Background: an optimization exercise with open tools, aiming at small area, a short achievable clock period and few clock cycles per item. Do not read the settings as production practice.
The RTL was checked by simulation tests, not by an equivalence proof against the original design.
No activity file was given, so power comes from the tool's default toggle rates.

==> job 8446: inputs <==
==> flow/design.v (excerpt) <==
module break_edge_histogram
#(
   parameter int MAX_EDGES = 16,
   parameter int AGE_LIMIT = 2000
) (
   input  wire logic                    clock,
   input  wire logic                    reset,
   input  wire logic                    psel,
   input  wire logic                    penable,
   input  wire logic                    pwrite,
   input  wire logic [PADDR_W-1:0]      paddr,
   input  wire logic [PDATA_W-1:0]      pwdata,
   output logic      [PDATA_W-1:0]      prdata,
   output logic                         pready,
   input  wire logic                    req_valid,
   output logic                         req_ready,
   input  wire logic [1:0]              req_type,
   input  wire logic [SLOT_W-1:0]       req_slot,
   input  wire logic [EDGE_W-1:0]       req_edge_value,
   input  wire logic [AGE_W-1:0]        req_age,
   input  wire logic                    req_age_missing,
   input  wire logic signed [CNT_W-1:0] req_count,
   output logic                         rsp_valid,
   input  wire logic                    rsp_ready,
   output logic [1:0]                   rsp_status,
   output logic [SLOT_W-1:0]            rsp_group,
   output logic signed [TOT_W-1:0]      rsp_total,
   output logic [EDGE_W-1:0]            rsp_group_lower,
   output logic [EDGE_W-1:0]            rsp_group_upper
);
Settings: LEC_CHECK=0, CAP_MARGIN=20, CORE_MARGIN=2, CORE_UTILIZATION=55, CTS_CLUSTER_DIAMETER=100, CTS_CLUSTER_SIZE=28, SETUP_SLACK_MARGIN=3.8, SLEW_MARGIN=20, TNS_END_PERCENT=0; clock period 7.0 ns.
run.sh (not shown) runs the stock make flow with config.mk's settings and CLKGATE_MAP_FILE= SYNTH_SCRIPT=/design/flow/synth_recipe.tcl, a recipe that flattens the netlist after the stock synthesis.
==> job 8801: changes against job 8446 <==
Settings changed: CTS_CLUSTER_SIZE 28 to 24.
==> job 8885: changes against job 8446 <==
Settings changed: CORE_UTILIZATION 55 to 65, CTS_CLUSTER_SIZE 28 to 24, SETUP_SLACK_MARGIN 3.8 to 3.6.
==> notes <==
- In job 8801 the non-clock buffer count is lower than in job 8885, by 4.
- In combinational power, job 8801 and job 8446 hardly differ.
- The lowest hold slack belongs to job 8885, the highest to job 8446.
- Clock skew: job 8885 is lower than job 8801 (2.9 ps).
- Of job 8801 and job 8885, job 8801 has the higher total power (gap about 0.26%, measured against job 8885).
- The highest count of clock-buffer cells in the layout belongs to job 8885, the lowest to job 8446.
- Against job 8885, the die area of job 8446 is higher by 18%.
- In job 8885 the critical path depth is higher than in job 8446, by 13.
- Flip-flop and latch count is the same in job 8801 and job 8885.
- The highest setup slack belongs to job 8801, the lowest to job 8885.
Testbench counts of job 8446, summed over its fixed seeds: cycles 24,506, items 24,000.
Testbench counts of job 8801, summed over its fixed seeds: cycles 24,506, items 24,000.
Testbench counts of job 8885, summed over its fixed seeds: cycles 24,506, items 24,000.


==> job 7907: inputs <==
break_edge_histogram again, from the RTL that the note above started with.
clock: 7.0 ns
lec_check: 0
cap_margin: 20
core_margin: 2
core_utilization: 55
cts_cluster_diameter: 100
cts_cluster_size: 24
setup_slack_margin: 3.5
slew_margin: 20
tns_end_percent: 0
==> job 1958 (differences from job 7907) <==
--- a/flow/config.mk
+++ b/flow/config.mk
@@ -7,9 +7,7 @@
 export LEC_CHECK = 0
 export CAP_MARGIN = 20
 export CORE_MARGIN = 2
-export CORE_UTILIZATION = 55
-export CTS_CLUSTER_DIAMETER = 100
-export CTS_CLUSTER_SIZE = 24
+export CORE_UTILIZATION = 40
 export SETUP_SLACK_MARGIN = 3.5
 export SLEW_MARGIN = 20
 export TNS_END_PERCENT = 0
==> comparison <==
- Between job 1958 and job 7907, the lower utilization is in job 1958 (gap 14 points).
- Job 7907 went through all stages and came out clean. Job 1958 completed with no timing, DRC or antenna violations.
- Against job 1958, the clock power of job 7907 is smaller by about 40%.
- Of job 7907 and job 1958, job 7907 has the higher first-iteration DRC count (gap about 14%, measured against job 1958).
- In job 1958 the setup slack is higher than in job 7907, by 0.15 ns.
- Clock skew: job 7907 is higher than job 1958 (0.0034 ns).
- Against job 7907, the fmax of job 1958 is higher by 3.7%.
- In job 1958 the non-clock buffer count is higher than in job 7907, by 43.
- In job 7907 the final cell count is smaller than in job 1958, by about 11%.
- Count of clock-buffer cells in the layout: job 7907 is lower than job 1958 (90).
Testbench counts of job 7907, summed over its fixed seeds: cycles 24,506, items 24,000.
Testbench counts of job 1958, summed over its fixed seeds: cycles 24,506, items 24,000.

what the ideal ports hide:
The results above use ideal ports. As a check the final layouts listed here were re-extracted and re-timed, cells and wires unchanged.
Step 1, drivers: a clkbuf_16 drives clock and a buf_2 each remaining input, both assumed.
Step 2 moves the port delays by t, midway between the first and last clock arrival at a register: inputs arrive t later, outputs are due t later. That takes back most of the time a late clock gives input paths.
a / b / c = no drivers / after step 1 / after step 2; a / b = the first two.
run	t, ns	slack for setup (ns)	worst setup path at the end	worst slew at a driven data input, ns	cell pins on the clock port's net
job 8446	0.770	2.809 / 2.809 / 2.223	input to register	0.20	1
job 8801	0.784	2.990 / 2.990 / 2.314	input to register	0.19	1
job 8885	0.768	2.764 / 2.764 / 2.206	input to register	0.08	1
job 7907	0.786	2.887 / 2.887 / 2.207	input to register	0.17	1
job 1958	0.847	3.034 / 3.034 / 2.264	input to register	0.10	1
After both steps setup and hold are still met in every run listed. For job 1958, which loses most, drivers alone change the setup slack by 0.000 ns; drivers and shift together by -0.770 ns.
